What follows belongs to an exercise in optimizing a design on an open flow for small area; a production flow would make more cautious choices.
The RTL was checked by simulation tests, not by an equivalence proof against the original design.
Power is estimated from default activity; no workload was simulated.

==> flow/design.v, too long to show whole: its modules and the start of the top module <==
// module synthMac: 1524 lines
// module fpgaSynth: 154 lines
module fpgaSynth (
	input  logic        MAX10_CLK2_50,
	input  logic        arstN,
	input  logic        cfgWe,
	input  logic        cfgKind,
	input  logic [1:0]  cfgVoice,
	input  logic [31:0] cfgData,
	output logic        i2sSclk,
	output logic        i2sLrclk,
	output logic        i2sData
);
  // ...
==> flow/run.sh <==
#!/bin/bash
# synth_recipe.tcl (not shown) runs the flow's synth.tcl, then flattens the netlist and writes it again
# the make line also repeats each setting of config.mk as NAME=value (left out here)
make -C /OpenROAD-flow-scripts/flow DESIGN_CONFIG=/design/flow/config.mk WORK_HOME=/design/flow/orfs CLKGATE_MAP_FILE= SYNTH_SCRIPT=/design/flow/synth_recipe.tcl finish
==> flow/config.mk <==
export PLATFORM = sky130hd
export DESIGN_NAME = fpgaSynth
export DESIGN_NICKNAME = fpgaSynth
export VERILOG_FILES = /design/flow/design.v
export SDC_FILE = /design/flow/constraint.sdc
export NUM_CORES = 4
export LEC_CHECK = 0
export CAP_MARGIN = 20
export CORE_MARGIN = 2
export CORE_UTILIZATION = 40
export CTS_BUF_LIST = sky130_fd_sc_hd__clkbuf_16
export CTS_CLUSTER_DIAMETER = 120
export CTS_CLUSTER_SIZE = 24
export SLEW_MARGIN = 20
==> flow/constraint.sdc <==
create_clock -name core_clock -period 12.0 [get_ports {MAX10_CLK2_50}]
set_input_delay 2.4000 -clock core_clock [delete_from_list [all_inputs] [get_ports {MAX10_CLK2_50}]]
set_output_delay 2.4000 -clock core_clock [all_outputs]
set_load 0.01 [all_outputs]
==> impl_summary.txt, run 1 <==
----------------------------------------------------
[Layout]
  Storage cell area ... 14700 sq um
  Layout Area Growth over Synthesis ... 8.82%
  Max FFs per register ... 160
  Inserted Diodes ... 0
  Inverters, non-clock ... 278
  Buffer count excluding the clock tree in the final layout ... 81
  Non-Filler Instances ... 3107
  Most frequent cells in the layout ... edfxtp_1, inv_1, fa_1
  Proportion of cell area occupied by multi-input gates ... 40.0%

[Setup path]
  Critical path launch point type ... register
  Worst R2R Setup Slack ... 3350 ps
  Top fanout value on the critical path ... 49
  Most prevalent standard cell on the critical path ... fa_1
  Max stage delay cell, worst path ... nor2_1

[Global routing]
  Vias in the first global route ... 17.2k
  Met1 routing resource usage after global routing ... 22.8%

[Logic synthesis]
  Simple-gate portion of the synthesized area ... 8.55%
  Leading area contributor after synthesis ... edfxtp_1
  Number of enable flip-flop cells after synthesis ... 357
  Syn Nets ... 2476
  Fraction of synthesis flops using an asynchronous set or reset pin ... 5.13%
  Area fraction in compound gates after synthesis ... 4.91%
  Register bit count reported by yosys ... 546

[CTS]
  Depth of the CTS H-tree ... 1
  CTS Buffer Depth ... 3
  Clock latency on the worst-skew pair ... 620 ps
  CTS Buf Count ... 28

[Power]
  Worst voltage drop across the vdd grid ... 118 uV
  Net Switching ... 1.60 mW
  Main power-consuming group ... sequential cells
  Sequential Power Share ... 44.4%

[Floorplan]
  Core Box Area ... 70000 sq um

[Detailed routing]
  Post-DRT Antenna Nets ... 0

[Worst hold path]
  Path category of the worst min-delay check ... register to register

[Status]
  Outcome ... timing/DRC/antenna clean

[Placement]
  Final Wtd Congestion ... 0.924

----------------------------------------------------
==> module fpgaSynth, before the edit <==
module fpgaSynth (
	input  logic        MAX10_CLK2_50,
	input  logic        arstN,
	input  logic        cfgWe,
	input  logic        cfgKind,
	input  logic [1:0]  cfgVoice,
	input  logic [31:0] cfgData,
	output logic        i2sSclk,
	output logic        i2sLrclk,
	output logic        i2sData
);
	logic [7:0]  c;
	logic        fill;
	logic        running;
	logic [1:0]  vIdx;
	logic [2:0]  wrPtr;
	logic        fallTick;
	logic        firstFrame;
	logic        firstVoice;
	logic        store;
	assign fallTick   = c[2:0] == 3'd7;
	assign firstFrame = fill && c >= 8'd249 && c <= 8'd252;
	assign firstVoice = vIdx == 2'd0;
	assign store = fill ? (!running && c != 8'd248) : (c == 8'd248);
	logic [31:0] incrReg [4];
	logic [15:0] ampReg  [4];
	logic [1:0]  waveReg [4];
	logic [3:0]  incrSet;
	always_ff @(posedge MAX10_CLK2_50) begin
		if (cfgWe) begin
			if (!cfgKind) incrReg[cfgVoice] <= cfgData;
			else          ampReg[cfgVoice]  <= cfgData[15:0];
		end
	end
	always_ff @(posedge MAX10_CLK2_50 or negedge arstN) begin
		if (!arstN) begin
			for (int v = 0; v < 4; v++) waveReg[v] <= 2'd3;
			incrSet <= '0;
		end else if (cfgWe) begin
			if (!cfgKind) incrSet[cfgVoice] <= 1'b1;
			else          waveReg[cfgVoice] <= cfgData[17:16];
		end
	end
	logic [31:0] ph [5];
	logic        phCarry;
	logic [31:0] curPhase;
	logic [31:0] curIncr;
	logic [16:0] loCarry;
	logic [15:0] loSum;
	logic [16:0] hiCarry;
	logic [15:0] hiSum;
	logic [16:0] incCarry;
	logic [15:0] incSum;
	logic [31:0] phNext;
	assign curPhase = firstFrame ? 32'd0 : ph[0];
	assign curIncr  = (running && incrSet[vIdx]) ? incrReg[vIdx] : 32'd0;
	assign loCarry[0]  = 1'b0;
	assign hiCarry[0]  = 1'b0;
	assign incCarry[0] = phCarry;
	for (genvar i = 0; i < 16; i++) begin : g_add
		assign loSum[i]      = curPhase[i] ^ curIncr[i] ^ loCarry[i];
		assign loCarry[i+1]  = (curPhase[i] & curIncr[i]) | (loCarry[i] & (curPhase[i] ^ curIncr[i]));
		assign hiSum[i]      = curPhase[16+i] ^ curIncr[16+i] ^ hiCarry[i];
		assign hiCarry[i+1]  = (curPhase[16+i] & curIncr[16+i]) | (hiCarry[i] & (curPhase[16+i] ^ curIncr[16+i]));
		assign incSum[i]     = ph[3][16+i] ^ incCarry[i];
		assign incCarry[i+1] = ph[3][16+i] & incCarry[i];
	end
	assign phNext = {incSum, ph[3][15:0]};
	always_ff @(posedge MAX10_CLK2_50) begin
		ph[0]   <= ph[1];
		ph[1]   <= ph[2];
		ph[2]   <= fill ? ph[4] : phNext;
		ph[4]   <= phNext;
		ph[3]   <= {hiSum, loSum};
		phCarry <= loCarry[16];
	end
	logic [1:0]  curWave;
	logic [15:0] curAmp;
	logic [14:0] fold;
	logic [15:0] waveVal;
	assign curWave = waveReg[vIdx];
	assign curAmp  = ampReg[vIdx];
	assign fold    = curPhase[31] ? ~curPhase[30:16] : curPhase[30:16];
	always_comb begin
		case (curWave)
			2'd0:    waveVal = curPhase[31:16];
			2'd1:    waveVal = curPhase[31] ? 16'h8000 : 16'h7fff;
			2'd2:    waveVal = {~fold[14], fold[13:0], 1'b0};
			default: waveVal = '0;
		endcase
	end
	logic [17:0] accS;
	logic [17:0] accC;
	logic        accCin;
	logic [17:0] nS;
	logic [17:0] nC;
	logic        c16;
	synthMac mac0 (
		.w    (waveVal),
		.a    (curAmp),
		.accS (firstVoice ? 18'd0 : accS),
		.accC (firstVoice ? 18'd0 : accC),
		.cin  (firstVoice ? 1'b0 : accCin),
		.nS   (nS),
		.nC   (nC),
		.c16  (c16)
	);
	always_ff @(posedge MAX10_CLK2_50) begin
		if (running) begin
			accS   <= nS;
			accC   <= nC;
			accCin <= c16;
		end
	end
	logic [17:0] mixSum;
	logic [15:0] mixed;
	assign mixSum = accS + accC + {17'd0, accCin};
	always_comb begin
		if (!mixSum[17] && mixSum[16:15] != 2'b00)     mixed = 16'h7fff;
		else if (mixSum[17] && mixSum[16:15] != 2'b11) mixed = 16'h8000;
		else                                           mixed = mixSum[15:0];
	end
	logic [15:0] mem [8];
	logic [2:0]  rdSlot;
	logic [3:0]  bitIdx;
	assign rdSlot = fill ? 3'd0 : wrPtr;
	assign bitIdx = 4'd14 - c[6:3];
	always_ff @(posedge MAX10_CLK2_50) begin
		if (store) mem[wrPtr] <= mixed;
	end
	always_ff @(posedge MAX10_CLK2_50 or negedge arstN) begin
		if (!arstN) begin
			c       <= 8'd248;
			fill    <= 1'b1;
			running <= 1'b0;
			vIdx    <= '0;
			wrPtr   <= '0;
			i2sData <= 1'b0;
		end else begin
			c <= c + 1'b1;
			if (c == 8'd33) fill <= 1'b0;
			if (running) begin
				vIdx <= vIdx + 1'b1;
				if (vIdx == 2'd3) running <= 1'b0;
			end else if (fill || c == 8'd0) begin
				running <= 1'b1;
			end
			if (store) wrPtr <= wrPtr + 1'b1;
			if (fallTick) i2sData <= mem[rdSlot][bitIdx];
		end
	end
	assign i2sSclk  = c[2];
	assign i2sLrclk = c[7] & ~fill;
endmodule
==> inputs of run 2 (changes only) <==
--- a/flow/design.v
+++ b/flow/design.v
@@ -1571,3 +1571,2 @@
 	logic [1:0]  vIdx;
-	logic [2:0]  wrPtr;
 	logic        fallTick;
@@ -1575,3 +1574,2 @@
 	logic        firstVoice;
-	logic        store;
 	assign fallTick   = c[2:0] == 3'd7;
@@ -1579,3 +1577,2 @@
 	assign firstVoice = vIdx == 2'd0;
-	assign store = fill ? (!running && c != 8'd248) : (c == 8'd248);
 	logic [31:0] incrReg [4];
@@ -1678,9 +1675,37 @@
 	end
-	logic [15:0] mem [8];
-	logic [2:0]  rdSlot;
-	logic [3:0]  bitIdx;
-	assign rdSlot = fill ? 3'd0 : wrPtr;
-	assign bitIdx = 4'd14 - c[6:3];
+	logic [127:0] ring;
+	logic [127:0] ringNext;
+	logic [2:0]   slot;
+	logic [3:0]   bitIdx;
+	logic         rightHalf;
+	logic         fillWrite;
+	logic         swap;
+	logic [7:0]   tapBits;
+	logic         newBit;
+	assign bitIdx    = 4'd14 - c[6:3];
+	assign rightHalf = c >= 8'd127 && c <= 8'd247;
+	assign fillWrite = fill && !running && c != 8'd248;
+	assign swap      = !fill && fallTick && rightHalf;
+	assign newBit    = mixed[bitIdx];
+	assign tapBits = {ring[93], ring[98], ring[103], ring[108], ring[113], ring[118], ring[123], ring[0]};
+	always_comb begin
+		ringNext = {ring[126:0], ring[127]};
+		if (fillWrite) begin
+			for (int b = 0; b < 16; b++) ringNext[7 + 8 * b] = mixed[b];
+		end
+		if (swap) begin
+			case (slot)
+				3'd0: ringNext[1]   = newBit;
+				3'd1: ringNext[124] = newBit;
+				3'd2: ringNext[119] = newBit;
+				3'd3: ringNext[114] = newBit;
+				3'd4: ringNext[109] = newBit;
+				3'd5: ringNext[104] = newBit;
+				3'd6: ringNext[99]  = newBit;
+				default: ringNext[94] = newBit;
+			endcase
+		end
+	end
 	always_ff @(posedge MAX10_CLK2_50) begin
-		if (store) mem[wrPtr] <= mixed;
+		ring <= ringNext;
 	end
@@ -1692,3 +1717,3 @@
 			vIdx    <= '0;
-			wrPtr   <= '0;
+			slot    <= '0;
 			i2sData <= 1'b0;
@@ -1703,4 +1728,4 @@
 			end
-			if (store) wrPtr <= wrPtr + 1'b1;
-			if (fallTick) i2sData <= mem[rdSlot][bitIdx];
+			if (c == 8'd247) slot <= slot + 1'b1;
+			if (fallTick) i2sData <= tapBits[slot];
 		end
--- a/flow/config.mk
+++ b/flow/config.mk
@@ -9,6 +9,6 @@
 export CORE_MARGIN = 2
-export CORE_UTILIZATION = 40
+export CORE_UTILIZATION = 55
 export CTS_BUF_LIST = sky130_fd_sc_hd__clkbuf_16
-export CTS_CLUSTER_DIAMETER = 120
-export CTS_CLUSTER_SIZE = 24
+export CTS_CLUSTER_DIAMETER = 100
+export CTS_CLUSTER_SIZE = 28
 export SLEW_MARGIN = 20
==> run 2 against run 1 <==
Still clean. Via count down 3.9%. Combinational power up 9%. Routed wire length down 8.4%. Critical path type unchanged.
==> impl_summary.txt, run 2 <==
----------------------------------------------------
[CTS]
  Hold-fix buffers, CTS ... 0 (unchanged)
  Clock latency on the worst-skew pair ... 590 ps (was 620 ps)
  Clock Sink Count ... 546 (unchanged)
  Depth of the CTS H-tree ... 1 (unchanged)
  Root buffer cell ... clkbuf_16 (unchanged)
  CTS Buffer Depth ... 3 (unchanged)
  CTS clk-pin slew, worst paths ... 110 ps (was 100 ps)
  TritonCTS clock tree ... yes (unchanged)
  Number of buffers inserted to repair setup after CTS ... 0 (unchanged)
  CTS Buf Count ... 25 (was 28)
  Gates resized, CTS repair ... 0 (unchanged)

[Layout]
  Biggest registers after layout ... ph: 160 flops, incrReg: 128 flops, ring: 128 flops (was ph: 160 flops, incrReg: 128 flops, mem: 128 flops)
  Max FFs per register ... 160 (unchanged)
  Area taken by multi-input logic gates ... 11900 sq um (was 12300 sq um)
  Commonest non-fill, non-tap cell in the layout ... inv_1 (was edfxtp_1)
  Inserted Diodes ... 0 (unchanged)
  Number of fill cells ... 3846 (was 6354)
  Share of cells above drive strength 1 ... 10.4% (was 11.9%)
  Post-layout instance area ... 28600 sq um (was 30800 sq um)
  Register with the most flip-flops ... ph (unchanged)
  Non-Filler Instances ... 2808 (was 3107)
  Storage cell area ... 13400 sq um (was 14700 sq um)
  Total Nets Final ... 2537 (was 2501)
  Most frequent cells in the layout ... inv_1, dfxtp_1, fa_1 (was edfxtp_1, inv_1, fa_1)
  Layout Area Growth over Synthesis ... 7.81% (was 8.82%)

[Power]
  Worst voltage drop across the vdd grid ... 147 uV (was 118 uV)
  Overall power consumption ... 4.91 mW (was 4.86 mW)
  Total power density per cell area ... 171 nW/um^2 (was 157 nW/um^2)
  Lkg Pwr ... 11.6 nW (was 11.9 nW)

[Logic synthesis]
  Area fraction in compound gates after synthesis ... 4.45% (was 4.91%)
  Gate count after technology mapping ... 2155 (was 2120)
  Main flop type after synthesis ... dfxtp_1 (was edfxtp_1)
  Leading area contributor after synthesis ... edfxtp_1 (unchanged)
  Mapped Avg Cell Area ... 12.3 sq um (was 13.4 sq um)
  Synthesis warning total ... 3 (unchanged)
  Arithmetic-cell share of the synthesized area counting full adders, half adders and majority gates ... 22.6% (was 20.9%)
  Synth top cells by count ... dfxtp_1, inv_1, fa_1 (was edfxtp_1, inv_1, fa_1)
  Cell with the most instances after synthesis ... dfxtp_1 (was edfxtp_1)
  Proportion of synthesized chip area in sequential cells ... 50.4% (was 51.7%)
  Netlist area before placement ... 26600 sq um (was 28300 sq um)
  Dominant combinational cell family by area after synthesis ... adder cells (unchanged)
  Fraction of synthesis flops using an asynchronous set or reset pin ... 5.13% (unchanged)
  Number of enable flip-flop cells after synthesis ... 229 (was 357)
  Xor/xnor share of the synthesized area ... 0.890% (was 0.896%)
  Multiplexer fraction of the synthesized cell area ... 5.99% (was 8.03%)
  Share of the synthesized area in the top cell type ... 25.9% (was 37.8%)
  Syn Nets ... 2515 (was 2476)
  Cells taking the most area after synthesis ... edfxtp_1, dfxtp_1, fa_1 (was edfxtp_1, fa_1, dfxtp_1)
  Register bit count reported by yosys ... 546 (unchanged)
  Simple-gate portion of the synthesized area ... 10.6% (was 8.55%)
  Distinct cell type count of the synthesized netlist ... 79 (was 74)

[Placement]
  Final Wtd Congestion ... 0.882 (was 0.924)
  I/O Buffers ... 40 (unchanged)
  Detailed Place HPWL ... 40500 um (was 43200 um)
  Placed instance count ... 2764 (was 3052)
  Cell area reported after detailed placement ... 27800 sq um (was 29900 sq um)

[Detailed routing]
  Number of optimization iterations in the first detailed-route pass ... 5 (was 7)
  Post-DRT Antenna Nets ... 0 (unchanged)
  Violation count after the first detailed-route iteration ... 1037 (was 1101)
  Via/cell ratio ... 5.40 (was 5.08)
  Via count of the routed design ... 15.2k (was 15.8k)
  Final WL ... 55200 um (was 60300 um)
  Drc violations ... 0 (unchanged)
  Wirelength per Cell ... 19.7 um (was 19.4 um)

[Timing]
  Max Transition Viols Final ... 0 (unchanged)
  Relative max-transition margin ... 26.1% (was 28.8%)
  Final hold violation count ... 0 (unchanged)
  Worst-case hold slack ... 330 ps (was 301 ps)
  Max Clock Skew ... 23.2 ps (was 39.8 ps)
  Period minus WS final ... 8700 ps (was 8650 ps)
  Highest Clock Rate ... 0.115 GHz (was 0.116 GHz)
  Number of setup violations in the final report ... 0 (unchanged)
  Worst-margin pin slew ... 1110 ps (was 1060 ps)
  Setup repair after global routing missed its margin ... false (unchanged)
  Setup total negative slack ... 0 ps (unchanged)
  Final period utilization ... 72.5% (was 72.1%)

[Status]
  Outcome ... timing/DRC/antenna clean (unchanged)

[Floorplan]
  Height of the chip ... 224 um (was 270 um)
  Number of ports placed on the die boundary ... 41 (unchanged)
  Horizontal extent of the die ... 224 um (was 270 um)
  Core Box Area ... 47700 sq um (was 70000 sq um)
  Die area ... 50100 sq um (was 73000 sq um)
  Initial core utilization ... 55.6% (was 40.5%)
  Row count ... 80 (was 97)

[Global routing]
  Met1 routing resource usage after global routing ... 31.2% (was 22.8%)
  Global-route usage over all layers ... 22.8% (was 17.0%)
  Global routing met2 resource utilization ... 38.4% (was 29.0%)
  Antenna violations before repair ... 0 (unchanged)
  First-pass GRT wire length ... 88100 um (was 97400 um)
  Routing usage on met3 ... 3.54% (was 1.84%)
  Overflow left after global routing ... 0 (unchanged)
  Vias in the first global route ... 15.9k (was 17.2k)
  Most used routing layer ... met2 (unchanged)
  Maximum number of pins on one net before global-route repair ... 47 (was 51)

[Setup path]
  Element type at the critical path end ... register (unchanged)
  Path type of the worst setup path ... register to register (unchanged)
  Arrival time reported for the critical path endpoint ... 9240 ps (was 9010 ps)
  Critical path launch point type ... register (unchanged)
  Required time worst endpoint ... 12540 ps (was 12360 ps)
  Top fanout value on the critical path ... 36 (was 49)

[Worst hold path]
  Path category of the worst min-delay check ... register to register (unchanged)

[Job]
  Number of maximum-capacitance constraint violations ... 0 (unchanged)

----------------------------------------------------
[run 2: cell types whose count changed after synthesis, sizes merged, moves of 13 or more]
cell / previous run / this run
nand2: 127 / 168
nor2: 199 / 222
mux4: 63 / 35
buf: 32 / 11
clkbuf: 54 / 68
dfxtp: 161 / 289
edfxtp: 357 / 229
o221a: 13 / 0
[run 2: worst paths after layout]
check	start	endpoint	slack [ps]	depth (start not counted)
max	fill	ph[3][15]	3300	24
min	ring[36]	ring[37]	330	0
max reg2reg	fill	ph[3][15]	3300	24
min reg2reg	ring[36]	ring[37]	330	0
max in group asynchronous	arstN	c[5]	9430	2
min in group asynchronous	arstN	vIdx[0]	2220	2
[run 2: area by class of cell]
| type | count | area share [%] |
|---|---|---|
| timing repair buffer | 74 | 2.44 |
| clock buffer | 25 | 2.18 |
| inverter | 285 | 3.74 |
| sequential | 546 | 46.7 |
| multi-input combinational | 1245 | 41.6 |
| clock inverter | 18 | 0.612 |
| tap | 615 | 2.69 |
[run 2: cell families after synthesis]
kind of cell / after synthesis
muxes: 108
adders and majority gates: 327
buffers and inverters: 364
and+or+nand+nor: 603
AOI/OAI and AO/OA: 180
DFF: 546
xor gates and xnor gates: 27
[run 2: report_power, final]
group / leakage, nW / internal, mW / switching [mW]
logic: 6.47 / 0.740 / 1.07
clock network: 0.432 / 0.411 / 0.576
registers: 4.74 / 2.09 / 0.0175
total: 11.6 / 3.24 / 1.66
[run 2: through the flow]
step | setup WS (ps) | util (%)
final | 3300 | 60.0
after global routing | 2800 | 60.0
after CTS | 3040 | 60.0
after detailed placement | 3050 | 58.3
after global placement | 3270 | 58.2
after floorplan | 3900 | -
[run 2: routing by layer]
| metal | wire, um | up-vias |
|---|---|---|
| met5 | 0 | - |
| met4 | 1660 | 0 |
| met3 | 2780 | 93 |
| met2 | 26800 | 327 |
| met1 | 24000 | 7704 |
| li1 | - | 7033 |
[run 2: worst max-delay path, cell delays in order (launching register included)]
cell     delay [ps]
dfstp_2        1190
inv_1           250
a211o_1         350
or2_2           550
and2_1          270
ha_1            190
inv_1            70
fa_1            160
inv_1            50
fa_1            380
fa_1            390
fa_1            390
fa_1            380
fa_1            390
fa_1            380
fa_1            390
fa_1            390
fa_1            380
fa_1            380
fa_1            400
fa_1            390
fa_1            370
inv_1            70
fa_1            400
inv_1            60
==> inputs of run 3 (changes only) <==
==> flow/flow/run.sh (new file) <==
#!/bin/bash
# Layout flow: the standard ORFS layout with two changes.
# 1. Yosys's "synth" normally runs a quick "abc -fast" before ORFS extracts
#    full adders; that pass rewrites the explicit carry-save adder trees with
#    mixed polarities, and the extracted full adders then need inverters
#    between them. SYNTH_ARGS=-noabc skips only that early pass; ORFS's own
#    ABC mapping still runs afterwards.
# 2. Every port still gets its own buffer, but a plain buf_1 instead of the
#    clkdlybuf4s50_1 that buffer_ports picks by default.
# Registers, floorplan, power grid, placement, CTS and routing are standard.
set -euo pipefail
export SYNTH_ARGS="-noabc"
export BUFFER_PORTS_ARGS="-buffer_cell sky130_fd_sc_hd__buf_1"
bash standard.sh > standard_flow.log 2>&1
==> flow/standard.sh (new file) <==
#!/bin/bash
# synth_recipe.tcl (not shown) runs the flow's synth.tcl, then flattens the netlist and writes it again
# the make line also repeats each setting of config.mk as NAME=value (left out here)
make -C /OpenROAD-flow-scripts/flow DESIGN_CONFIG=/design/flow/config.mk WORK_HOME=/design/flow/orfs CLKGATE_MAP_FILE= SYNTH_SCRIPT=/design/flow/synth_recipe.tcl "${@:-finish}"
removed: flow/run.sh
==> run 3 against run 2 <==
First-iteration DRC count decreased by 24%. Total power decreased by 6.4%. Worst hold slack got worse by 2.0 ps. Combinational power decreased by 16%. Register-to-register slack improved by 340 ps. Largest cell class unchanged. Critical endpoint unchanged. Synthesized cell count decreased by 12%. Count of clock-buffer cells in the layout increased by 1. Sequential share of layout area increased by 2.1 points.
==> impl_summary.txt, run 3 <==
----------------------------------------------------
[Job]
  Number of maximum-capacitance constraint violations ... 0 (unchanged)

[Floorplan]
  Height of the chip ... 221 um (was 224 um)
  Core Box Area ... 46500 sq um (was 47700 sq um)
  Die area ... 48700 sq um (was 50100 sq um)
  Initial core utilization ... 55.6% (about the same)
  Number of ports placed on the die boundary ... 41 (unchanged)
  Row count ... 79 (was 80)
  Horizontal extent of the die ... 221 um (was 224 um)

[Worst hold path]
  Cells on Worst Hold Path ... 0 (unchanged)
  Path category of the worst min-delay check ... register to register (unchanged)
  Worst Hold Endpoint ... ph[1][29] (was ring[37])
  Hold Crit Start ... ph[2][29] (was ring[36])

[Setup path]
  Number of cells traversed by the worst register-to-register path ... 19 (was 24)
  Worst r2r src ... vIdx[1] (was fill)
  Element type at the critical path end ... register (unchanged)
  Capture point of the worst reg-to-reg path ... ph[3][15] (unchanged)
  Top fanout value on the critical path ... 35 (was 36)
  Required time worst endpoint ... 12490 ps (was 12540 ps)
  Arrival time reported for the critical path endpoint ... 8860 ps (was 9240 ps)
  Worst R2R Setup Slack ... 3640 ps (was 3300 ps)
  Critical path launch point type ... register (unchanged)
  Path type of the worst setup path ... register to register (unchanged)

[CTS]
  Number of buffers inserted to repair setup after CTS ... 0 (unchanged)
  Hold-fix buffers, CTS ... 0 (unchanged)
  Clock latency on the worst-skew pair ... 600 ps (was 590 ps)
  Clock Sink Count ... 546 (unchanged)
  CTS Buf Count ... 24 (was 25)
  TritonCTS clock tree ... yes (unchanged)
  Root buffer cell ... clkbuf_16 (unchanged)
  Gates resized, CTS repair ... 0 (unchanged)
  CTS clk-pin slew, worst paths ... 110 ps (about the same)
  Depth of the CTS H-tree ... 1 (unchanged)
  CTS Buffer Depth ... 3 (unchanged)

[Global routing]
  Vias in the first global route ... 14.5k (was 15.9k)
  Overflow left after global routing ... 0 (unchanged)
  First-pass GRT wire length ... 82100 um (was 88100 um)
  Maximum number of pins on one net before global-route repair ... 44 (was 47)
  Antenna violations before repair ... 0 (unchanged)
  Global-route usage over all layers ... 22.2% (was 22.8%)

[Detailed routing]
  Post-DRT Antenna Nets ... 0 (unchanged)
  Via count of the routed design ... 13.8k (was 15.2k)
  Number of optimization iterations in the first detailed-route pass ... 5 (unchanged)
  Via/cell ratio ... 5.46 (was 5.40)
  Wirelength per Cell ... 20.7 um (was 19.7 um)
  Final WL ... 52300 um (was 55200 um)
  Violation count after the first detailed-route iteration ... 787 (was 1037)
  Drc violations ... 0 (unchanged)

[Layout]
  Biggest registers after layout ... ph: 160 flops, incrReg: 128 flops, ring: 128 flops (unchanged)
  Most frequent cells in the layout ... dfxtp_1, fa_1, nor2_1 (was inv_1, dfxtp_1, fa_1)
  Commonest non-fill, non-tap cell in the layout ... dfxtp_1 (was inv_1)
  Layout Area Growth over Synthesis ... 5.94% (was 7.81%)
  Share of cells above drive strength 1 ... 10.2% (was 10.4%)
  Inserted Diodes ... 0 (unchanged)
  Register with the most flip-flops ... ph (unchanged)
  Max FFs per register ... 160 (unchanged)
  Total Nets Final ... 2278 (was 2537)

[Logic synthesis]
  Gate count after technology mapping ... 1898 (was 2155)
  Register bit count reported by yosys ... 546 (unchanged)
  Distinct cell type count of the synthesized netlist ... 75 (was 79)
  Share of the synthesized area in the top cell type ... 26.6% (was 25.9%)
  Proportion of synthesized chip area in sequential cells ... 51.8% (was 50.4%)
  Fraction of synthesis flops using an asynchronous set or reset pin ... 5.13% (unchanged)
  Synthesis warning total ... 3 (unchanged)
  Leading area contributor after synthesis ... edfxtp_1 (unchanged)
  Synth top cells by count ... dfxtp_1, fa_1, nor2_1 (was dfxtp_1, inv_1, fa_1)
  Netlist area before placement ... 25800 sq um (was 26600 sq um)
  Main flop type after synthesis ... dfxtp_1 (unchanged)
  Cell with the most instances after synthesis ... dfxtp_1 (unchanged)
  Cells taking the most area after synthesis ... edfxtp_1, dfxtp_1, fa_1 (unchanged)
  Number of enable flip-flop cells after synthesis ... 229 (unchanged)
  Syn Nets ... 2275 (was 2515)
  Mapped Avg Cell Area ... 13.6 sq um (was 12.3 sq um)

[Timing]
  Max Transition Viols Final ... 0 (unchanged)
  Final hold violation count ... 0 (unchanged)
  Worst-margin pin slew ... 1030 ps (was 1110 ps)
  Number of setup violations in the final report ... 0 (unchanged)
  Period minus WS final ... 8360 ps (was 8700 ps)
  Highest Clock Rate ... 0.120 GHz (was 0.115 GHz)
  Worst setup slack after layout ... 3640 ps (was 3300 ps)
  Setup repair after global routing missed its margin ... false (unchanged)
  Setup total negative slack ... 0 ps (unchanged)
  Max Clock Skew ... 16.8 ps (was 23.2 ps)
  Final period utilization ... 69.7% (was 72.5%)
  Relative max-transition margin ... 31.3% (was 26.1%)

[Power]
  Worst voltage drop across the vdd grid ... 154 uV (was 147 uV)
  Total power density per cell area ... 168 nW/um^2 (was 171 nW/um^2)
  Lkg Pwr ... 11.3 nW (was 11.6 nW)

[Status]
  Outcome ... timing/DRC/antenna clean (unchanged)

[Placement]
  Detailed Place HPWL ... 36800 um (was 40500 um)
  Pre-CTS worst setup slack ... 3610 ps (was 3050 ps)
  Final Wtd Congestion ... 0.837 (was 0.882)
  I/O Buffers ... 40 (unchanged)

----------------------------------------------------
run 3: stage by stage:
step	power [mW]	instances	hold slack, ps	cell area, sq um	utilization (%)
floorplan	3.29	1898	310	25800	-
global placement	3.63	2482	310	26600	57.3
detailed placement	3.67	2482	312	26600	57.3
CTS	4.66	2525	324	27400	58.9
global route	4.93	2525	325	27400	58.9
finish	4.59	2525	327	27400	58.9
run 3: metal layers:
metal | GRT usage, % | vias up | wire (um)
li1 | - | 6411 | -
met1 | 31.0 | 6998 | 23600
met2 | 36.9 | 297 | 25000
met3 | 2.79 | 70 | 2400
met4 | 6.02 | 0 | 1270
met5 | 0 | - | 0
run 3: logic make-up (layout without fill, tap and decap cells):
group | Yosys count | after routing | synth area share [%]
simple gates | 510 | 510 | 9.01
xor+xnor | 43 | 43 | 1.46
buf+inv | 161 | 181 | 2.41
fa+ha+maj | 342 | 342 | 23.9
flops | 546 | 546 | 51.8
compound gates | 172 | 172 | 4.58
mux | 124 | 124 | 6.83
run 3: how the worst max path moves through the flow:
stage	from	endpoint	cells after the start
finish	vIdx[1]	ph[3][15]	19
global route	vIdx[1]	accCin	22
CTS	vIdx[1]	ph[3][15]	19
detailed placement	vIdx[1]	ph[3][15]	19
global placement	vIdx[1]	ph[3][15]	19
floorplan	vIdx[1]	ph[3][15]	20
run 3: final cells by class:
cell class                      count  area (sq um)
Fill cell                        3745         19100
Inverter                           72           270
Timing Repair Buffer               66           347
Clock buffer                       26           651
Clock inverter                     17           119
Sequential cell                   546         13400
Multi-Input combinational cell   1191         11800
Tap cell                          607           759
run 3: power by group:
part	internal, mW	total [mW]	switching, mW
Sequential	2.08	2.10	0.0177
Clock	0.406	0.977	0.571
Combinational	0.658	1.52	0.857
Total	3.15	4.59	1.45
run 3: critical path, stage by stage (launching register included):
cell	delay (ps)
dfrtp_2	970
buf_4	570
mux4_2	370
and3_1	190
ha_1	180
fa_1	380
fa_1	400
fa_1	400
fa_1	400
fa_1	390
fa_1	390
fa_1	390
fa_1	390
fa_1	380
fa_1	410
fa_1	390
fa_1	390
fa_1	390
fa_1	390
fa_1	420
==> inputs of run 4 (changes only) <==
--- a/flow/config.mk
+++ b/flow/config.mk
@@ -7,5 +7,5 @@
 export LEC_CHECK = 0
-export CAP_MARGIN = 20
+export CAP_MARGIN = 5
 export CORE_MARGIN = 2
-export CORE_UTILIZATION = 55
+export CORE_UTILIZATION = 70
 export CTS_BUF_LIST = sky130_fd_sc_hd__clkbuf_16
@@ -13,2 +13,2 @@
 export CTS_CLUSTER_SIZE = 28
-export SLEW_MARGIN = 20
+export SLEW_MARGIN = 5
==> run 4 against run 3 <==
Routed wire length fell by 2.5%. Sequential power barely moved. Clock power down 4.6%. Worst setup slack improved by 110 ps. Final cell count is 5.5% lower. Critical path type unchanged. Total power decreased by 0.18%. Utilization rose by 15 points. Synthesized area did not move. Highest routed layer is now met5. First-iteration DRC count rose by 24%. Combinational power about the same.
==> impl_summary.txt, run 4 <==
----------------------------------------------------
[Logic synthesis]
  Leading area contributor after synthesis ... edfxtp_1 (unchanged)
  Synth top cells by count ... dfxtp_1, fa_1, nor2_1 (unchanged)
  Netlist area before placement ... 25800 sq um (unchanged)
  Synthesis warning total ... 3 (unchanged)
  Cells taking the most area after synthesis ... edfxtp_1, dfxtp_1, fa_1 (unchanged)
  Main flop type after synthesis ... dfxtp_1 (unchanged)
  Share of the synthesized area in the top cell type ... 26.6% (unchanged)
  Distinct cell type count of the synthesized netlist ... 75 (unchanged)
  Cell with the most instances after synthesis ... dfxtp_1 (unchanged)
  Proportion of synthesized chip area in sequential cells ... 51.8% (unchanged)
  Syn Nets ... 2275 (unchanged)
  Fraction of synthesis flops using an asynchronous set or reset pin ... 5.13% (unchanged)
  Mapped Avg Cell Area ... 13.6 sq um (unchanged)
  Gate count after technology mapping ... 1898 (unchanged)
  Number of enable flip-flop cells after synthesis ... 229 (unchanged)
  Register bit count reported by yosys ... 546 (unchanged)

[Timing]
  Max Clock Skew ... 27.6 ps (was 16.8 ps)
  Setup repair after global routing missed its margin ... false (unchanged)
  Final period utilization ... 68.8% (was 69.7%)
  Highest Clock Rate ... 0.121 GHz (was 0.120 GHz)
  Period minus WS final ... 8250 ps (was 8360 ps)
  Max Transition Viols Final ... 0 (unchanged)
  Worst-margin pin slew ... 956 ps (was 1030 ps)
  Relative max-transition margin ... 36.3% (was 31.3%)
  Setup total negative slack ... 0 ps (unchanged)
  Worst-case hold slack ... 331 ps (was 327 ps)
  Number of setup violations in the final report ... 0 (unchanged)
  Final hold violation count ... 0 (unchanged)

[Global routing]
  Overflow left after global routing ... 0 (unchanged)
  First-pass GRT wire length ... 81600 um (was 82100 um)
  Global-route usage over all layers ... 27.9% (was 22.2%)
  Antenna violations before repair ... 1 (was 0)
  Vias in the first global route ... 14.8k (was 14.5k)
  Maximum number of pins on one net before global-route repair ... 44 (unchanged)

[Detailed routing]
  Post-DRT Antenna Nets ... 0 (unchanged)
  Violation count after the first detailed-route iteration ... 974 (was 787)
  Drc violations ... 0 (unchanged)
  Number of optimization iterations in the first detailed-route pass ... 5 (unchanged)
  Via count of the routed design ... 14.1k (was 13.8k)
  Final WL ... 51000 um (was 52300 um)
  Wirelength per Cell ... 21.4 um (was 20.7 um)
  Via/cell ratio ... 5.89 (was 5.46)

[Power]
  Worst voltage drop across the vdd grid ... 148 uV (was 154 uV)
  Lkg Pwr ... 11.3 nW (about the same)
  Total power density per cell area ... 169 nW/um^2 (was 168 nW/um^2)

[CTS]
  Number of buffers inserted to repair setup after CTS ... 0 (unchanged)
  Clock latency on the worst-skew pair ... 580 ps (was 600 ps)
  CTS Buf Count ... 24 (unchanged)
  TritonCTS clock tree ... yes (unchanged)
  CTS Buffer Depth ... 3 (unchanged)
  Depth of the CTS H-tree ... 1 (unchanged)
  Hold-fix buffers, CTS ... 0 (unchanged)
  Gates resized, CTS repair ... 0 (unchanged)
  Root buffer cell ... clkbuf_16 (unchanged)
  CTS clk-pin slew, worst paths ... 100 ps (was 110 ps)
  Clock Sink Count ... 546 (unchanged)

[Layout]
  Most frequent cells in the layout ... dfxtp_1, fa_1, nor2_1 (unchanged)
  Commonest non-fill, non-tap cell in the layout ... dfxtp_1 (unchanged)
  Biggest registers after layout ... ph: 160 flops, incrReg: 128 flops, ring: 128 flops (unchanged)
  Total Nets Final ... 2281 (was 2278)
  Share of cells above drive strength 1 ... 10.3% (was 10.2%)
  Non-Filler Instances ... 2385 (was 2525)
  Util after Layout ... 74.4% (was 58.9%)
  Inserted Diodes ... 0 (unchanged)
  Layout Area Growth over Synthesis ... 5.17% (was 5.94%)
  Max FFs per register ... 160 (unchanged)
  Register with the most flip-flops ... ph (unchanged)

[Floorplan]
  Die area ... 38500 sq um (was 48700 sq um)
  Horizontal extent of the die ... 196 um (was 221 um)
  Height of the chip ... 196 um (was 221 um)
  Initial core utilization ... 70.8% (was 55.6%)
  Core Box Area ... 36500 sq um (was 46500 sq um)
  Row count ... 70 (was 79)
  Number of ports placed on the die boundary ... 41 (unchanged)

[Placement]
  Detailed Place HPWL ... 36000 um (was 36800 um)
  I/O Buffers ... 40 (unchanged)
  Final Wtd Congestion ... 0.898 (was 0.837)
  Placed instance count ... 2346 (was 2482)

[Setup path]
  Arrival time reported for the critical path endpoint ... 8700 ps (was 8860 ps)
  Critical path launch point type ... register (unchanged)
  Required time worst endpoint ... 12450 ps (was 12490 ps)
  Path type of the worst setup path ... register to register (unchanged)
  Top fanout value on the critical path ... 38 (was 35)
  Element type at the critical path end ... register (unchanged)

[Status]
  Outcome ... timing/DRC/antenna clean (unchanged)

[Job]
  Number of maximum-capacitance constraint violations ... 0 (unchanged)

[Worst hold path]
  Path category of the worst min-delay check ... register to register (unchanged)

----------------------------------------------------
run 4: cell types whose count changed in the layout (fill, tap and decap cells not counted), sizes merged:
cell,change
buf,+3
inv,-3
clkbuf,-1
run 4: final timing paths:
check                           startpoint        end  slack [ps]  cells past startpoint
worst max register to register     vIdx[1]  ph[3][15]        3750                     20
worst min register to register   ph[1][20]  ph[0][20]         330                      0
min in group asynchronous            arstN    i2sData        1890                      1
max in group asynchronous            arstN    vIdx[1]        9600                      1
worst max-delay path               vIdx[1]  ph[3][15]        3750                     20
worst min-delay path             ph[1][20]  ph[0][20]         330                      0
run 4: metal layers:
metal	GRT usage [%]	wire length, um	vias to the layer above
li1	-	-	6412
met1	38.7	21500	7085
met2	44.7	24100	457
met3	6.24	3640	101
met4	8.64	1630	2
met5	0	12	-
run 4: final cells by class:
cell class | count | area [sq um]
inverters | 72 | 270
flip-flops and latches | 546 | 13400
repair buffers | 69 | 369
multi-input cells | 1191 | 11800
fillers | 2375 | 9350
well taps | 468 | 586
clock buffers | 25 | 626
clock inverters | 14 | 93.8
run 4: power by group:
group | leakage, nW | switching [mW] | internal (mW)
Sequential | 4.74 | 0.0187 | 2.08
Combinational | 6.15 | 0.880 | 0.671
Clock | 0.390 | 0.545 | 0.388
run 4: cells by family after synthesis:
logic type | share of synthesized area (%)
flip-flops | 51.8
AND/OR/NAND/NOR | 9.01
adder cells (fa/ha/maj) | 23.9
AO/OA/AOI/OAI | 4.58
buffers and inverters | 2.41
multiplexers | 6.83
XOR/XNOR | 1.46
run 4: per-stage QoR:
stage / area, sq um / setup WS [ps] / power, mW
floorplan: 25800 / 4060 / 3.29
global placement: 26500 / 3920 / 3.61
detailed placement: 26500 / 3780 / 3.68
CTS: 27200 / 3730 / 4.62
global route: 27200 / 3260 / 4.91
finish: 27200 / 3750 / 4.58
run 4: critical path, cell delays in order, from the launching register on:
cell and delay (ps):
dfrtp_2 360, buf_4 460, buf_4 490, mux4_2 370, and3_1 190, ha_1 180
fa_1 390, fa_1 420, fa_1 400, fa_1 390, fa_1 460, fa_1 410
fa_1 390, fa_1 390, fa_1 390, fa_1 380, fa_1 390, fa_1 390
fa_1 390, fa_1 380, fa_1 440
==> inputs of run 5 (changes only) <==
==> flow/flow/run.sh (replaced) <==
#!/bin/bash
# Layout flow: the standard ORFS layout, with one change to synthesis.
# Yosys's "synth" normally runs a quick "abc -fast" before ORFS extracts full
# adders; that pass rewrites the explicit carry-save adder trees with mixed
# polarities, and the extracted full adders then need inverters between them.
# SYNTH_ARGS=-noabc skips only that early pass; ORFS's own ABC mapping still
# runs afterwards, and registers, floorplan, power grid, placement, CTS and
# routing are the standard ones.
set -euo pipefail
export SYNTH_ARGS="-noabc"
bash standard.sh > standard_flow.log 2>&1
--- a/flow/config.mk
+++ b/flow/config.mk
@@ -7,5 +7,5 @@
 export LEC_CHECK = 0
-export CAP_MARGIN = 5
+export CAP_MARGIN = 20
 export CORE_MARGIN = 2
-export CORE_UTILIZATION = 70
+export CORE_UTILIZATION = 55
 export CTS_BUF_LIST = sky130_fd_sc_hd__clkbuf_16
@@ -13,2 +13,2 @@
 export CTS_CLUSTER_SIZE = 28
-export SLEW_MARGIN = 5
+export SLEW_MARGIN = 20
==> run 5 against run 4 <==
Sequential power about the same. Worst hold slack got worse by 6.5 ps. Total power about the same. Utilization decreased by 15 points. Count of clock-buffer cells in the layout unchanged. Via count decreased by 1.7%. Register-to-register slack got worse by 80 ps. Sequential cell count unchanged. Critical endpoint unchanged. Largest cell class unchanged. Synthesized cell count unchanged. Clock power increased by 1%. Still clean. Design area increased by 1.6%. Combinational power about the same.
==> impl_summary.txt, run 5 <==
----------------------------------------------------
[Logic synthesis]
  Gate count after technology mapping ... 1898 (unchanged)
  Leading area contributor after synthesis ... edfxtp_1 (unchanged)
  Main flop type after synthesis ... dfxtp_1 (unchanged)
  Cells taking the most area after synthesis ... edfxtp_1, dfxtp_1, fa_1 (unchanged)
  Syn Nets ... 2275 (unchanged)
  Share of the synthesized area in the top cell type ... 26.6% (unchanged)
  Netlist area before placement ... 25800 sq um (unchanged)
  Register bit count reported by yosys ... 546 (unchanged)
  Proportion of synthesized chip area in sequential cells ... 51.8% (unchanged)
  Cell with the most instances after synthesis ... dfxtp_1 (unchanged)
  Fraction of synthesis flops using an asynchronous set or reset pin ... 5.13% (unchanged)
  Number of enable flip-flop cells after synthesis ... 229 (unchanged)
  Mapped Avg Cell Area ... 13.6 sq um (unchanged)
  Distinct cell type count of the synthesized netlist ... 75 (unchanged)
  Synthesis warning total ... 3 (unchanged)
  Synth top cells by count ... dfxtp_1, fa_1, nor2_1 (unchanged)

[CTS]
  Root buffer cell ... clkbuf_16 (unchanged)
  CTS clk-pin slew, worst paths ... 110 ps (was 100 ps)
  Hold-fix buffers, CTS ... 0 (unchanged)
  CTS Buf Count ... 24 (unchanged)
  CTS Buffer Depth ... 3 (unchanged)
  Clock Sink Count ... 546 (unchanged)
  TritonCTS clock tree ... yes (unchanged)
  Number of buffers inserted to repair setup after CTS ... 0 (unchanged)
  Gates resized, CTS repair ... 0 (unchanged)
  Depth of the CTS H-tree ... 1 (unchanged)
  Clock latency on the worst-skew pair ... 590 ps (was 580 ps)

[Power]
  Worst voltage drop across the vdd grid ... 184 uV (was 148 uV)
  Net Switching ... 1.44 mW (about the same)
  Overall power consumption ... 4.58 mW (about the same)
  Share of total power in the clock network ... 20.6% (was 20.3%)
  Lkg Pwr ... 11.4 nW (was 11.3 nW)
  Sw frac ... 31.4% (was 31.5%)
  Total power density per cell area ... 166 nW/um^2 (was 169 nW/um^2)
  Internal Power ... 3.14 mW (about the same)
  Part of the power in combinational logic ... 33.5% (was 33.8%)
  Sequential Power Share ... 45.8% (about the same)

[Layout]
  Max FFs per register ... 160 (unchanged)
  Post-layout instance area ... 27600 sq um (was 27200 sq um)
  Commonest non-fill, non-tap cell in the layout ... dfxtp_1 (unchanged)
  Total Nets Final ... 2280 (was 2281)
  Util after Layout ... 59.4% (was 74.4%)
  Biggest registers after layout ... ph: 160 flops, incrReg: 128 flops, ring: 128 flops (unchanged)
  Inserted Diodes ... 0 (unchanged)
  Layout Area Growth over Synthesis ... 6.83% (was 5.17%)
  Number of fill cells ... 3701 (was 2375)
  Area taken by multi-input logic gates ... 11800 sq um (about the same)
  Register with the most flip-flops ... ph (unchanged)
  Storage cell area ... 13400 sq um (unchanged)
  Most frequent cells in the layout ... dfxtp_1, fa_1, nor2_1 (unchanged)
  Share of cells above drive strength 1 ... 10.2% (was 10.3%)

[Detailed routing]
  Drc violations ... 0 (unchanged)
  Via/cell ratio ... 5.48 (was 5.89)
  Post-DRT Antenna Nets ... 0 (unchanged)
  Wirelength per Cell ... 20.7 um (was 21.4 um)
  Via count of the routed design ... 13.8k (was 14.1k)
  Violation count after the first detailed-route iteration ... 910 (was 974)
  Final WL ... 52300 um (was 51000 um)
  Number of optimization iterations in the first detailed-route pass ... 5 (unchanged)

[Floorplan]
  Initial core utilization ... 55.6% (was 70.8%)
  Die area ... 48700 sq um (was 38500 sq um)
  Row count ... 79 (was 70)
  Horizontal extent of the die ... 221 um (was 196 um)
  Number of ports placed on the die boundary ... 41 (unchanged)
  Core Box Area ... 46500 sq um (was 36500 sq um)
  Height of the chip ... 221 um (was 196 um)

[Global routing]
  Most used routing layer ... met2 (unchanged)
  Antenna violations before repair ... 0 (was 1)
  Met1 routing resource usage after global routing ... 30.7% (was 38.7%)
  Maximum number of pins on one net before global-route repair ... 46 (was 44)
  Global-route usage over all layers ... 22.4% (was 27.9%)
  First-pass GRT wire length ... 82500 um (was 81600 um)
  Global routing met2 resource utilization ... 37.3% (was 44.7%)
  Routing usage on met3 ... 3.55% (was 6.24%)
  Vias in the first global route ... 14.6k (was 14.8k)
  Overflow left after global routing ... 0 (unchanged)

[Placement]
  Final Wtd Congestion ... 0.823 (was 0.898)
  Detailed Place HPWL ... 36900 um (was 36000 um)
  I/O Buffers ... 40 (unchanged)
  Cell area reported after detailed placement ... 26900 sq um (was 26500 sq um)

[Setup path]
  Path type of the worst setup path ... register to register (unchanged)
  Required time worst endpoint ... 12480 ps (was 12450 ps)
  Critical path launch point type ... register (unchanged)
  Top fanout value on the critical path ... 37 (was 38)
  Arrival time reported for the critical path endpoint ... 8810 ps (was 8700 ps)
  Element type at the critical path end ... register (unchanged)

[Timing]
  Worst-margin pin slew ... 965 ps (was 956 ps)
  Max Transition Viols Final ... 0 (unchanged)
  Setup total negative slack ... 0 ps (unchanged)
  Max Clock Skew ... 47.5 ps (was 27.6 ps)
  Final hold violation count ... 0 (unchanged)
  Relative max-transition margin ... 35.4% (was 36.3%)
  Number of setup violations in the final report ... 0 (unchanged)
  Worst-case hold slack ... 325 ps (was 331 ps)
  Setup repair after global routing missed its margin ... false (unchanged)
  Period minus WS final ... 8340 ps (was 8250 ps)
  Highest Clock Rate ... 0.120 GHz (was 0.121 GHz)
  Final period utilization ... 69.5% (was 68.8%)

[Status]
  Outcome ... timing/DRC/antenna clean (unchanged)

[Worst hold path]
  Path category of the worst min-delay check ... register to register (unchanged)

[Job]
  Number of maximum-capacitance constraint violations ... 0 (unchanged)

----------------------------------------------------
-- run 5: cell counts after synthesis --
No cell type changed its count.
-- run 5: final timing paths --
kind	start	to	slack (ps)	depth (start not counted)
max reg2reg	vIdx[1]	ph[3][15]	3660	19
min	ph[1][16]	ph[0][16]	320	0
max	vIdx[1]	ph[3][15]	3660	19
max in group asynchronous	arstN	c[7]	9440	2
min in group asynchronous	arstN	incrSet[0]	2220	2
min reg2reg	ph[1][16]	ph[0][16]	320	0
-- run 5: power by group through the flow --
stage,logic [mW],clock network (mW),registers (mW)
floorplan,1.15,0,2.13
global placement,1.50,0,2.14
detailed placement,1.56,0,2.14
CTS,1.57,0.978,2.10
global route,1.78,1.04,2.10
finish,1.54,0.945,2.10
-- run 5: logic make-up (layout without fill, tap and decap cells) --
logic type	Yosys count	in the layout	share of synthesized area, %
flip-flops	546	546	51.8
XOR/XNOR	43	43	1.46
adder cells (fa/ha/maj)	342	342	23.9
AO/OA/AOI/OAI	172	172	4.58
AND/OR/NAND/NOR	510	510	9.01
buffers and inverters	161	181	2.41
multiplexers	124	124	6.83
-- run 5: cell type report --
type                            instances  share of cell area [%]
Tap cell                              607                    2.75
Clock buffer                           25                    2.27
Inverter                               72                   0.979
Clock inverter                         16                   0.376
Multi-Input combinational cell       1191                    42.9
Timing Repair Buffer                   68                    2.24
Sequential cell                       546                    48.5
-- run 5: critical path, stage by stage, from the launching register on --
cell and delay, ps:
dfrtp_2 990, buf_4 570, mux4_2 370, and3_1 190, ha_1 190, fa_1 390, fa_1 400, fa_1 390
fa_1 380, fa_1 390, fa_1 390, fa_1 390, fa_1 400, fa_1 390, fa_1 390, fa_1 390
fa_1 380, fa_1 390, fa_1 390, fa_1 430
-- run 5: routing by layer --
layer | share of wire [%] | vias up
met1 | 45 | 7038
li1 | - | 6421
met4 | 2.8 | 0
met3 | 4.6 | 75
met2 | 48 | 291
met5 | 0 | -
-- run 5: through the flow --
step	std cells	setup slack, ps
after floorplan	1898	4060
after global placement	2483	3600
after detailed placement	2483	3440
after CTS	2524	3410
after global routing	2525	3200
final	2525	3660

[port drivers added, routing unchanged]
No port has a modelled driver above. Below, the same layouts with a new extraction and two added sets of constraints. Step 1, drivers: a clkbuf_16 drives MAX10_CLK2_50 and a buf_2 each remaining input, both assumed. Step 2 also shifts input and output timing later by t, the mid clock arrival at the registers, as if the neighbouring blocks saw the same clock. Slacks: ideal / step 1 / step 2; pairs: ideal / step 1.
| run | t (ns) | slack for setup (ns) | worst setup path at the end | worst slew at a driven data input, ns | pins driven straight from the clock port |
|---|---|---|---|---|---|
| run 1 | 0.661 | 3.353 / 3.353 / 3.353 | register to register | 0.04 | 1 |
| run 2 | 0.634 | 3.298 / 3.298 / 3.298 | register to register | 0.07 | 1 |
| run 3 | 0.653 | 3.639 / 3.639 / 3.639 | register to register | 0.05 | 1 |
| run 4 | 0.621 | 3.746 / 3.746 / 3.746 | register to register | 0.06 | 1 |
| run 5 | 0.631 | 3.664 / 3.664 / 3.664 | register to register | 0.05 | 1 |
After both steps setup and hold are still met in every run listed.
